Source: an optimization exercise on an open RTL-to-GDS flow (aim: small area and a short achievable clock period). Production flows keep margins and buffers that such runs may drop.
Only the layout flow was run in this run; the RTL was not checked for function there.
Power figures rest on the tool's default switching activity, not on a simulated workload.

--- flow/design.v ---
package mipsIsaPkg;
   localparam int regCount = 32;            
   typedef logic [4:0] regIdxT;
   localparam int immW     = 16;            
   localparam int jumpIdxW = 26;            
   typedef enum logic [5:0] {
      opRType = 6'h00,                      
      opJ     = 6'h02,
      opBeq   = 6'h04,
      opAddi  = 6'h08,
      opLb    = 6'h20,                      
      opLw    = 6'h23,
      opSw    = 6'h2b
   } opcodeT;
   typedef enum logic [5:0] {
      fnAdd = 6'h20,
      fnSub = 6'h22,
      fnAnd = 6'h24,
      fnOr  = 6'h25,
      fnXor = 6'h26,
      fnSlt = 6'h2a                         
   } functT;
   typedef struct packed {
      opcodeT     opcode;
      regIdxT     rs;
      regIdxT     rt;
      regIdxT     rd;
      logic [4:0] shamt;
      logic [5:0] funct;                    
   } instrT;
endpackage
package datapathCtrlPkg;
   localparam int wordW  = 32;
   localparam int blockW = 4;               
   localparam int byteW  = 8;
   typedef logic [wordW-1:0] wordT;
   typedef enum logic [1:0] {
      forceAdd = 2'b00,                     
      forceSub = 2'b01,                     
      byFunct  = 2'b10                      
   } aluOpModeT;
   typedef enum logic [2:0] {
      aluAnd  = 3'b000,
      aluOr   = 3'b001,
      aluAdd  = 3'b010,
      aluXor  = 3'b011,
      aluSub  = 3'b110,
      aluXnor = 3'b111
   } aluOperT;
   typedef enum logic [1:0] {selB, selFour, selImm, selImmShift} srcBSelT;
   typedef enum logic [1:0] {pcAlu, pcAluReg, pcJump, pcVector} pcSourceT;
   localparam wordT exceptionVector = 32'hc000_0000;
   localparam wordT pcStep          = 32'd4;
endpackage
module claAdder (
   input  datapathCtrlPkg::wordT              g,
   input  datapathCtrlPkg::wordT              k,
   input  logic                               cin,
   output logic [datapathCtrlPkg::wordW:0]    carry      
);
   localparam int W      = datapathCtrlPkg::wordW;
   localparam int LEVELS = $clog2(W);
   logic [W-1:0] gl [0:LEVELS];
   logic [W-1:0] pl [0:LEVELS];
   assign gl[0] = {g[W-1:1], g[0] | (k[0] & cin)};
   assign pl[0] = k;
   for (genvar l = 0; l < LEVELS; l++)
   begin : gLevel
      for (genvar i = 0; i < W; i++)
      begin : gBit
         if (i >= (1 << l))
         begin : gCombine
            assign gl[l+1][i] = gl[l][i] | (pl[l][i] & gl[l][i-(1<<l)]);
            assign pl[l+1][i] = pl[l][i] & pl[l][i-(1<<l)];
         end
         else
         begin : gPass
            assign gl[l+1][i] = gl[l][i];
            assign pl[l+1][i] = pl[l][i];
         end
      end
   end
   assign carry = {gl[LEVELS], cin};
endmodule
module alu (
   input  datapathCtrlPkg::wordT    opA,
   input  datapathCtrlPkg::wordT    opB,
   input  logic                     invB,       
   input  logic                     isSum,      
   input  logic                     isAnd,
   input  logic                     isOr,       
   input  logic                     isAdd,      
   output datapathCtrlPkg::wordT    prop,       
   output datapathCtrlPkg::wordT    logicRes,   
   output logic [datapathCtrlPkg::wordW:0] carry,   
   output logic                     zero,
   output logic                     overflow
);
   localparam int W = datapathCtrlPkg::wordW;
   datapathCtrlPkg::wordT gen;               
   datapathCtrlPkg::wordT any;               
   aluOperands operands (
      .opA      (opA),
      .opB      (opB),
      .invB     (invB),
      .isAnd    (isAnd),
      .isOr     (isOr),
      .gen      (gen),
      .prop     (prop),
      .any      (any),
      .logicRes (logicRes)
   );
   claAdder adder (
      .g     (gen),
      .k     (any),
      .cin   (invB),
      .carry (carry)
   );
   zeroDetect zeroDet (
      .prop     (prop),
      .any      (any),
      .logicRes (logicRes),
      .cin      (invB),
      .isSum    (isSum),
      .zero     (zero)
   );
   assign overflow = isAdd & (carry[W] ^ carry[W-1]);
endmodule
module aluOperands (
   input  datapathCtrlPkg::wordT opA,
   input  datapathCtrlPkg::wordT opB,
   input  logic                  invB,
   input  logic                  isAnd,
   input  logic                  isOr,
   output datapathCtrlPkg::wordT gen,
   output datapathCtrlPkg::wordT prop,
   output datapathCtrlPkg::wordT any,
   output datapathCtrlPkg::wordT logicRes
);
   datapathCtrlPkg::wordT bEff;
   wordXor invert (.a(opB), .b({datapathCtrlPkg::wordW{invB}}), .y(bEff));
   wordXor propagate (.a(opA), .b(bEff), .y(prop));
   assign gen      = opA & bEff;
   assign any      = opA | bEff;
   logicSelect logicSel (
      .gen      (gen),
      .prop     (prop),
      .any      (any),
      .isAnd    (isAnd),
      .isOr     (isOr),
      .logicRes (logicRes)
   );
endmodule
module wordXor (
   input  datapathCtrlPkg::wordT a,
   input  datapathCtrlPkg::wordT b,
   output datapathCtrlPkg::wordT y
);
   assign y = a ^ b;
endmodule
module logicSelect (
   input  datapathCtrlPkg::wordT gen,
   input  datapathCtrlPkg::wordT prop,
   input  datapathCtrlPkg::wordT any,
   input  logic                  isAnd,
   input  logic                  isOr,
   output datapathCtrlPkg::wordT logicRes
);
   assign logicRes = isAnd ? gen : (isOr ? any : prop);
endmodule
module zeroDetect (
   input  datapathCtrlPkg::wordT prop,
   input  datapathCtrlPkg::wordT any,
   input  datapathCtrlPkg::wordT logicRes,
   input  logic                  cin,
   input  logic                  isSum,
   output logic                  zero
);
   datapathCtrlPkg::wordT sumMiss;
   datapathCtrlPkg::wordT nonZero;
   assign sumMiss = prop ^ {any[datapathCtrlPkg::wordW-2:0], cin};
   assign nonZero = isSum ? sumMiss : logicRes;
   assign zero    = ~|nonZero;
endmodule
module aluControl (
   input  datapathCtrlPkg::aluOpModeT mode,
   input  logic [5:0]                 funct,
   output logic                       invB,     
   output logic                       isSum,
   output logic                       isAnd,
   output logic                       isOr,
   output logic                       isAdd
);
   logic fnAdd, fnSub, fnAnd, fnOr, fnXor;
   assign fnAdd = (funct == mipsIsaPkg::fnAdd);
   assign fnSub = (funct == mipsIsaPkg::fnSub);
   assign fnAnd = (funct == mipsIsaPkg::fnAnd);
   assign fnOr  = (funct == mipsIsaPkg::fnOr);
   assign fnXor = (funct == mipsIsaPkg::fnXor);
   assign isAdd = mode[1] ? fnAdd : ~mode[0];
   assign isSum = mode[1] ? (fnAdd | fnSub) : 1'b1;
   assign invB  = mode[1] ? ~(fnAdd | fnAnd | fnOr | fnXor) : mode[0];
   assign isAnd = mode[1] & fnAnd;
   assign isOr  = mode[1] & fnOr;
endmodule
module regFile (
   input  logic                   Clock,
   input  logic                   regWrite,
   input  mipsIsaPkg::regIdxT     readIdx1,
   input  mipsIsaPkg::regIdxT     readIdx2,
   input  mipsIsaPkg::regIdxT     writeIdx,
   input  datapathCtrlPkg::wordT  writeData,
   output datapathCtrlPkg::wordT  readData1,
   output datapathCtrlPkg::wordT  readData2
);
   logic [mipsIsaPkg::regCount-1:1][datapathCtrlPkg::wordW-1:0] regs;                
   logic [mipsIsaPkg::regCount-1:1] sel1;
   logic [mipsIsaPkg::regCount-1:1] sel2;
   logic [mipsIsaPkg::regCount-1:1] wen;
   always_comb
   begin
      for (int k = 1; k < mipsIsaPkg::regCount; k++)
      begin
         sel1[k] = (readIdx1 == 5'(k));
         sel2[k] = (readIdx2 == 5'(k));
         wen[k]  = regWrite && (writeIdx == 5'(k));
      end
   end
   regRead port1 (.sel(sel1), .regs(regs), .data(readData1));
   regRead port2 (.sel(sel2), .regs(regs), .data(readData2));
   for (genvar k = 1; k < mipsIsaPkg::regCount; k++)
   begin : gReg
      always_ff @(posedge Clock)
      begin
         if (wen[k])
         begin
            regs[k] <= writeData;
         end
      end
   end
endmodule
module regRead (
   input  logic [mipsIsaPkg::regCount-1:1] sel,
   input  logic [mipsIsaPkg::regCount-1:1][datapathCtrlPkg::wordW-1:0] regs,
   output datapathCtrlPkg::wordT           data
);
   for (genvar b = 0; b < datapathCtrlPkg::wordW; b++)
   begin : gBit
      logic [10:0] grpN;                     
      for (genvar q = 0; q < 10; q++)
      begin : gGrp
         aoi222 grp (
            .a0(regs[3*q+1][b]), .s0(sel[3*q+1]),
            .a1(regs[3*q+2][b]), .s1(sel[3*q+2]),
            .a2(regs[3*q+3][b]), .s2(sel[3*q+3]),
            .y (grpN[q])
         );
      end
      assign grpN[10] = ~(regs[31][b] & sel[31]);
      assign data[b]  = ~&grpN;
   end
endmodule
module aoi222 (
   input  logic a0, s0, a1, s1, a2, s2,
   output logic y
);
   assign y = ~((a0 & s0) | (a1 & s1) | (a2 & s2));
endmodule
module pcUnit (
   input  logic                             Clock,
   input  logic                             rstN,
   input  logic                             pcWrite,
   input  logic                             pcWriteCond,    
   input  datapathCtrlPkg::pcSourceT        pcSource,
   input  logic                             zero,
   input  logic [datapathCtrlPkg::wordW:0]  carry,          
   input  datapathCtrlPkg::wordT            prop,           
   input  datapathCtrlPkg::wordT            logicRes,       
   input  logic                             isSum,
   input  datapathCtrlPkg::wordT            aluHeld,        
   input  logic [mipsIsaPkg::jumpIdxW-1:0]  jumpIndex,
   output datapathCtrlPkg::wordT            aluResult,      
   output datapathCtrlPkg::wordT            pc
);
   datapathCtrlPkg::wordT jumpTarget;
   datapathCtrlPkg::wordT otherPc;           
   datapathCtrlPkg::wordT keepZ1;            
   datapathCtrlPkg::wordT keepZ0;            
   datapathCtrlPkg::wordT pcNext;
   logic takeZ1;
   logic takeZ0;
   assign jumpTarget = {pc[datapathCtrlPkg::wordW-1:datapathCtrlPkg::wordW-4], jumpIndex, 2'b00};
   always_comb
   begin
      case (pcSource)
         datapathCtrlPkg::pcAluReg: otherPc = aluHeld;             
         datapathCtrlPkg::pcJump:   otherPc = jumpTarget;
         default:                   otherPc = datapathCtrlPkg::exceptionVector;
      endcase
   end
   assign takeZ1 = rstN & (pcWrite | pcWriteCond) & (pcSource == datapathCtrlPkg::pcAlu);
   assign takeZ0 = rstN & pcWrite & (pcSource == datapathCtrlPkg::pcAlu);
   assign keepZ1 = ~rstN ? '0 : ((pcWrite | pcWriteCond) ? otherPc : pc);
   assign keepZ0 = ~rstN ? '0 : (pcWrite ? otherPc : pc);
   pcSelect select (
      .carry     (carry[datapathCtrlPkg::wordW-1:0]),
      .prop      (prop),
      .logicRes  (logicRes),
      .isSum     (isSum),
      .zero      (zero),
      .takeZ1    (takeZ1),
      .takeZ0    (takeZ0),
      .keepZ1    (keepZ1),
      .keepZ0    (keepZ0),
      .aluResult (aluResult),
      .pcNext    (pcNext)
   );
   always_ff @(posedge Clock)
   begin
      pc <= pcNext;
   end
endmodule
module pcSelect (
   input  datapathCtrlPkg::wordT carry,
   input  datapathCtrlPkg::wordT prop,
   input  datapathCtrlPkg::wordT logicRes,
   input  logic                  isSum,
   input  logic                  zero,
   input  logic                  takeZ1,
   input  logic                  takeZ0,
   input  datapathCtrlPkg::wordT keepZ1,
   input  datapathCtrlPkg::wordT keepZ0,
   output datapathCtrlPkg::wordT aluResult,
   output datapathCtrlPkg::wordT pcNext
);
   datapathCtrlPkg::wordT resC1;             
   datapathCtrlPkg::wordT resC0;             
   datapathCtrlPkg::wordT nextZ1;
   datapathCtrlPkg::wordT nextZ0;
   assign resC1     = isSum ? ~prop : logicRes;
   assign resC0     = isSum ?  prop : logicRes;
   for (genvar i = 0; i < datapathCtrlPkg::wordW; i++)
   begin : gBit
      assign aluResult[i] = carry[i] ? resC1[i] : resC0[i];
      assign nextZ1[i]    = takeZ1 ? aluResult[i] : keepZ1[i];
      assign nextZ0[i]    = takeZ0 ? aluResult[i] : keepZ0[i];
      assign pcNext[i]    = zero ? nextZ1[i] : nextZ0[i];
   end
endmodule
module loadAligner (
   input  datapathCtrlPkg::wordT mdr,
   input  datapathCtrlPkg::wordT aluHeld,    
   input  logic                  memToReg,
   input  logic                  loadByte,
   output datapathCtrlPkg::wordT regWriteData
);
   logic [datapathCtrlPkg::byteW-1:0] laneByte;
   datapathCtrlPkg::wordT             byteExt;
   always_comb
   begin
      case (aluHeld[1:0])
         2'b00:   laneByte = mdr[31:24];
         2'b01:   laneByte = mdr[23:16];
         2'b10:   laneByte = mdr[15:8];
         default: laneByte = mdr[7:0];
      endcase
   end
   assign byteExt = {{(datapathCtrlPkg::wordW-datapathCtrlPkg::byteW){laneByte[datapathCtrlPkg::byteW-1]}}, laneByte};    
   always_comb
   begin
      if (loadByte)
      begin
         regWriteData = byteExt;
      end
      else if (memToReg)
      begin
         regWriteData = mdr;
      end
      else
      begin
         regWriteData = aluHeld;                 
      end
   end
endmodule
module mipsDatapath (
   input  logic        Clock,
   input  logic        rstN,
   input  logic        pcWriteCond,    
   input  logic        pcWrite,
   input  logic        iOrD,           
   input  logic        irWrite,
   input  logic        memToReg,
   input  logic        loadByte,
   input  logic        regWrite,
   input  logic        regDst,         
   input  logic        aluSrcA,        
   input  logic [1:0]  aluOp,          
   input  logic [1:0]  aluSrcB,        
   input  logic [1:0]  pcSource,       
   input  logic [31:0] memData,
   output logic [31:0] address,
   output logic [31:0] writeData,
   output logic [5:0]  opcode,         
   output logic        overflow        
);
   mipsIsaPkg::instrT      ir;                        
   datapathCtrlPkg::wordT  mdr;                       
   datapathCtrlPkg::wordT  regA;
   datapathCtrlPkg::wordT  regB;
   datapathCtrlPkg::wordT  aluHeld;                   
   datapathCtrlPkg::wordT  pc;
   datapathCtrlPkg::wordT  readData1;
   datapathCtrlPkg::wordT  readData2;
   datapathCtrlPkg::wordT  regWriteData;
   datapathCtrlPkg::wordT  immExt;                    
   datapathCtrlPkg::wordT  immShift;                  
   mipsIsaPkg::regIdxT     writeIdx;
   datapathCtrlPkg::wordT    aluOpA;
   datapathCtrlPkg::wordT    aluOpB;
   logic                     aluInvB;
   logic                     aluIsSum;
   logic                     aluIsAnd;
   logic                     aluIsOr;
   logic                     aluIsAdd;
   datapathCtrlPkg::wordT    aluResult;
   logic                     aluZero;
   datapathCtrlPkg::wordT    aluProp;
   datapathCtrlPkg::wordT    aluLogic;
   logic [datapathCtrlPkg::wordW:0] aluCarry;
   logic                     aluOverflow;
   always_ff @(posedge Clock)
   begin
      mdr     <= memData;
      regA    <= readData1;
      regB    <= readData2;
      aluHeld <= aluResult;
      if (irWrite)
      begin
         ir <= mipsIsaPkg::instrT'(memData);
      end
   end
   always_ff @(posedge Clock)
   begin
      if (!rstN)
      begin
         overflow <= 1'b0;
      end
      else
      begin
         overflow <= aluOverflow;
      end
   end
   assign address  = iOrD ? aluHeld : pc;
   assign writeIdx = regDst ? ir.rd : ir.rt;
   assign immExt   = {{(datapathCtrlPkg::wordW-mipsIsaPkg::immW){ir[mipsIsaPkg::immW-1]}},
                      ir[mipsIsaPkg::immW-1:0]};
   assign immShift = immExt << 2;
   assign aluOpA = aluSrcA ? regA : pc;
   always_comb
   begin
      case (aluSrcB)
         datapathCtrlPkg::selB:     aluOpB = regB;
         datapathCtrlPkg::selFour:  aluOpB = datapathCtrlPkg::pcStep;
         datapathCtrlPkg::selImm:   aluOpB = immExt;
         default:                   aluOpB = immShift;       
      endcase
   end
   assign writeData = regB;                    
   assign opcode    = ir.opcode;
   pcUnit pcBlk (
      .Clock       (Clock),
      .rstN        (rstN),
      .pcWrite     (pcWrite),
      .pcWriteCond (pcWriteCond),
      .pcSource    (datapathCtrlPkg::pcSourceT'(pcSource)),
      .zero        (aluZero),
      .carry       (aluCarry),
      .prop        (aluProp),
      .logicRes    (aluLogic),
      .isSum       (aluIsSum),
      .aluHeld     (aluHeld),
      .jumpIndex   (ir[mipsIsaPkg::jumpIdxW-1:0]),
      .aluResult   (aluResult),
      .pc          (pc)
   );
   regFile regs (
      .Clock     (Clock),
      .regWrite  (regWrite),
      .readIdx1  (ir.rs),
      .readIdx2  (ir.rt),
      .writeIdx  (writeIdx),
      .writeData (regWriteData),
      .readData1 (readData1),
      .readData2 (readData2)
   );
   aluControl aluCtl (
      .mode      (datapathCtrlPkg::aluOpModeT'(aluOp)),
      .funct     (ir.funct),
      .invB      (aluInvB),
      .isSum     (aluIsSum),
      .isAnd     (aluIsAnd),
      .isOr      (aluIsOr),
      .isAdd     (aluIsAdd)
   );
   alu aluBlk (
      .opA       (aluOpA),
      .opB       (aluOpB),
      .invB      (aluInvB),
      .isSum     (aluIsSum),
      .isAnd     (aluIsAnd),
      .isOr      (aluIsOr),
      .isAdd     (aluIsAdd),
      .prop      (aluProp),
      .logicRes  (aluLogic),
      .carry     (aluCarry),
      .zero      (aluZero),
      .overflow  (aluOverflow)
   );
   loadAligner aligner (
      .mdr          (mdr),
      .aluHeld      (aluHeld),
      .memToReg     (memToReg),
      .loadByte     (loadByte),
      .regWriteData (regWriteData)
   );
endmodule
--- flow/run.sh ---
#!/bin/bash
# synth_recipe.tcl (not shown) runs the flow's synth.tcl, then flattens the netlist and writes it again
# the make line also repeats each setting of config.mk as NAME=value (left out here)
make -C /OpenROAD-flow-scripts/flow DESIGN_CONFIG=/design/flow/config.mk WORK_HOME=/design/flow/orfs CLKGATE_MAP_FILE= SYNTH_SCRIPT=/design/flow/synth_recipe.tcl finish
--- flow/config.mk ---
export PLATFORM = sky130hd
export DESIGN_NAME = mipsDatapath
export DESIGN_NICKNAME = mipsDatapath
export VERILOG_FILES = /design/flow/design.v
export SDC_FILE = /design/flow/constraint.sdc
export NUM_CORES = 4
export LEC_CHECK = 0
export CAP_MARGIN = 20
export CORE_MARGIN = 5
export CORE_UTILIZATION = 40
export SETUP_SLACK_MARGIN = 1.0
export SLEW_MARGIN = 20
export SYNTH_HIERARCHICAL = 1
--- flow/constraint.sdc ---
create_clock -name core_clock -period 5.0 [get_ports {Clock}]
set_input_delay 1.0000 -clock core_clock [delete_from_list [all_inputs] [get_ports {Clock}]]
set_output_delay 1.0000 -clock core_clock [all_outputs]
set_load 0.01 [all_outputs]
==> summary.txt <==
-- Yosys stat by module, one instance, submodules excluded, excerpt --
module / copies in the design / cells / area (um2)
mipsDatapath: 1 / 306 / 4960
pcUnit: 1 / 181 / 1770
pcSelect: 1 / 188 / 1260
regRead: 2 / 131 / 915
loadAligner: 1 / 133 / 867
claAdder: 1 / 139 / 825
logicSelect: 1 / 107 / 714
zeroDetect: 1 / 64 / 469
wordXor: 2 / 32 / 280
alu: 1 / 2 / 15.0
-- final cells by class --
class | count | area (um2) | share of cell area, %
clock buffers | 156 | 3180 | 5.20
diodes | 4 | 10.0 | 0.0164
flip-flops and latches | 1185 | 34000 | 55.6
well taps | 1650 | 2060 | 3.38
repair buffers | 403 | 3720 | 6.09
inverters | 12 | 45.0 | 0.0737
clock inverters | 63 | 489 | 0.801
multi-input cells | 1989 | 17600 | 28.8
-- worst paths after layout --
check / slack (ns) / end / cells past startpoint
hold reg to reg: 0.51 / regB[19]$_DFF_P_ / 1
setup / recovery: 0.89 / pcBlk.pc[16]$_DFF_P_ / 16
setup reg to reg: 0.89 / pcBlk.pc[16]$_DFF_P_ / 16
hold / removal: 0.51 / regB[19]$_DFF_P_ / 1
-- report_power, final --
group          internal (mW)  switching [mW]
registers               11.9           0.511
logic                   1.98            3.49
clock network           4.67            3.83
-- routing by layer --
layer	up-vias	global-route usage, %	part of all wire (%)
li1	15736	-	-
met1	19319	37.5	37
met2	3190	41.7	44
met3	478	8.41	14
met4	6	10.4	4.4
met5	-	0	0.020
-- cell usage in the layout, fill, tap and decap left out, types with 20 or more instances in the layout --
cell type,instances
xnor2_1,54
nand3_1,20
o21ai_1,32
nor2_2,31
buf_4,244
clkbuf_16,124
o2bb2ai_1,50
nor2b_1,34
o22ai_1,23
clkinv_1,26
a211oi_1,29
clkdlybuf4s50_1,112
a22oi_1,26
mux2_2,78
clkbuf_1,32
edfxtp_1,1024
nor2_1,52
a222oi_1,640
nand2_1,125
nand4_1,142
or2_1,21
xor2_2,22
a221oi_2,30
a2111o_1,64
xor2_1,46
mux2i_1,41
and2_2,32
a21o_1,36
dfxtp_1,161
clkinv_2,23
a21oi_1,50
nor2_4,90
-- cells by family after synthesis --
| family | count (synthesis) |
|---|---|
| AO/OA/AOI/OAI | 1085 |
| XOR/XNOR | 129 |
| adder cells (fa/ha/maj) | 3 |
| buffers and inverters | 120 |
| flip-flops | 1185 |
| multiplexers | 134 |
| AND/OR/NAND/NOR | 638 |
-- per-stage QoR --
stage | worst slack (ns) | TNS, ns | instance area [um2] | std cells | util, %
global placement | -0.109 | -2.92 | 56200 | 5184 | 44.7
global route | 0.739 | 0 | 61100 | 5458 | 48.6
floorplan | 0.346 | 0 | 50900 | 3294 | -
finish | 0.893 | 0 | 61100 | 5462 | 48.6
CTS | 0.844 | 0 | 60300 | 5435 | 48.0
detailed placement | -0.0900 | -1.87 | 56200 | 5186 | 44.7
-- flip-flops by register name (all words and copies together) (netlist names) --
| name | count |
|---|---|
| pcBlk.pc | 32 |
| aluHeld | 32 |
| regs.regs | 992 |
| mdr | 32 |
| regB | 32 |
| regA | 32 |
| overflow | 1 |
| ir | 32 |
-- worst max-delay path: stages (launching register included) --
cell       delay [ns]
edfxtp_1         0.47
buf_4            0.20
or3b_4           0.43
nor3_2           0.18
buf_6            0.19
buf_16           0.19
buf_4            0.13
mux2i_1          0.19
o21ai_1          0.13
nor4_2           0.28
nand3_1          0.13
o31a_1           0.17
nor4_4           0.28
buf_4            0.17
mux2_4           0.39
clkbuf_16        0.21
a221oi_2         0.24
-- what timing repair did --
item / 4_1_cts / 5_1_grt
setup buffers: 27 / 19
hold endpoints to repair: 0 / 0
cloned: 3 / 4
resized for setup: 35 / 91
pin swaps: 6 / 29
endpoints found under the setup margin: 44 / 43
==> summary.txt <==
Outcome
  • Status: finished clean

Logic synthesis
  • Cell area after synthesis: 50700 um2
  • Synthesized area per cell: 15.4 um2
  • Share of synthesized registers carrying an async set or reset: 0%
  • Cell taking the most area after synthesis: edfxtp_1
  • Cell count after synthesis: 3294
  • Xor and xnor fraction of the mapped netlist area: 2.23%
  • Post-synthesis mux area share: 2.94%
  • Nets in the synthesized netlist: 3346
  • Largest cells by area after synthesis: edfxtp_1 61%, a222oi_1 13%, dfxtp_1 6.4%
  • Number of synthesized flops with an enable pin: 1024
  • Most frequently used cell type in the post-synthesis netlist: edfxtp_1
  • Most frequent cells after synthesis: 1024 x edfxtp_1, 640 x a222oi_1, 172 x nor2_1, 161 x dfxtp_1, 142 x nand4_1
  • Main combinational cell family by area after synthesis: compound AO/OA/AOI/OAI gates
  • Sequential element share of the synthesized area: 67.1%
  • Area share of the largest cell type after synthesis: 60.7%
  • Post-synthesis cell type count: 81
  • Synth Area in Simple Gates: 6.59%
  • Commonest register cell after synthesis: edfxtp_1
  • Total number of yosys warnings: 13
  • Adder and majority cell fraction of the synthesized area: 0.0741%
  • Number of synthesized register bits: 1185
  • Share of the synthesized area in compound gates (AO/OA/AOI/OAI): 19.6%

Floorplan
  • Boundary Pins: 120
  • Initial core utilization: 40.3%
  • Core Region: 126000 um2
  • Die outline height: 366 um
  • Count of standard-cell rows: 130
  • Die boundary width: 366 um
  • Die ar.: 134000 um2

Timing
  • Crit path time final: 4.11 ns
  • Final Max Slew Viols: 0
  • Setup repair after global routing missed its margin: yes
  • Final worst clock skew: 0.0674 ns
  • Maximum clock frequency: 243 MHz
  • Slew of the pin with the lowest slew margin: 1.09 ns
  • Relative slew slack: 27.0%
  • Period utilization: 82.1%
  • Final count of hold timing violations: 0
  • Final number of setup-violating endpoints: 0
  • Hold WS: 0.508 ns

Min path
  • Path type of the worst min-delay path: flip-flop to flip-flop
  • Source of the worst hold timing path: regs.regs[979]$_DFFE_PP_

Power and ir drop
  • Leakage power: 20.1 nW
  • Power consumption: 26.4 mW
  • VDD IR max: 304 uV
  • Cell Pwr Density: 432 nW/um2

Clock tree
  • Number of buffers between clock root and the deepest sink: 3
  • Clk Tree Root Cell: clkbuf_16
  • Clock buffer count from CTS: 118
  • H-tree depth: 3
  • Clock tree from TritonCTS: done
  • Clock transition at the registers of the reported paths: 0.06 ns
  • Sink Count: 1185
  • CTS hold repair buffers: 0
  • Clock insertion delay at the later pin of the skew report: 0.73 ns

Global routing
  • Number of global-route vias before repair: 37061
  • Grt ovf: 0
  • First-pass GRT wire length: 272 mm
  • GR Util All Layers: 27.6%
  • Largest net degree at the start of global routing: 45
  • Number of antenna violations at the first check in global routing: 8

Placed design
  • Post-detailed-placement half-perimeter wirelength: 124 mm
  • Final GP Congestion: 0.930
  • Port bufs: 119

Detailed routing
  • DRC marker count from the first detailed-route iteration: 9292
  • Routed wirelength normalized by instance count: 35.8 um
  • Total number of vias: 38729
  • Number of vias per cell after detailed routing: 7.09
  • Number of iterations in the first detailed-routing pass: 13
  • Total length of routed wires: 196 mm
  • DRC errors left: 0
  • DRT antenna net count: 0

Critical path
  • Largest fanout on the critical path: 18
  • CP arrival: 4.70 ns
  • Worst setup path startpoint: ir[3]$_DFFE_PP_
  • Data required time at the worst endpoint: 5.59 ns
  • Worst flop-to-flop path startpoint: ir[3]$_DFFE_PP_
  • Element type at the critical path end: flip-flop
  • Setup CP Type: flip-flop to flip-flop
  • Worst setup SP type: flip-flop

Flow run
  • Max-cap violations: 0

Layout
  • Fraction of final layout cells with drive strength greater than 1: 22.2%
  • Area added between synthesis and finish: 20.6%
  • Filler cell count in the final layout: 10684
  • Final net count: 3761

-- static timing again, ports no longer ideal --
Ports are ideal in the flow. The routed layout listed here was re-timed in OpenROAD. Step 1: set_driving_cell puts a clkbuf_16 on Clock and a buf_2 on each other input, an assumption about the parent block. Step 2 moves the port delays by t, midway between the first and last clock arrival at a register: inputs arrive t later, outputs are due t later. That takes back most of the time a late clock gives input paths. Three values: ideal, step 1, step 2; two values: the first two.
t (ns): 0.770
slack for setup (ns): 0.893 / 0.893 / 0.187
worst setup path at the end: input to register
latest minus earliest clock arrival (ns): 0.074 / 0.075
pins driven straight from the clock port: 1
After both steps setup and hold are still met in this run. The setup slack of this run moves by 0.000 ns with the drivers and by -0.706 ns with both steps.
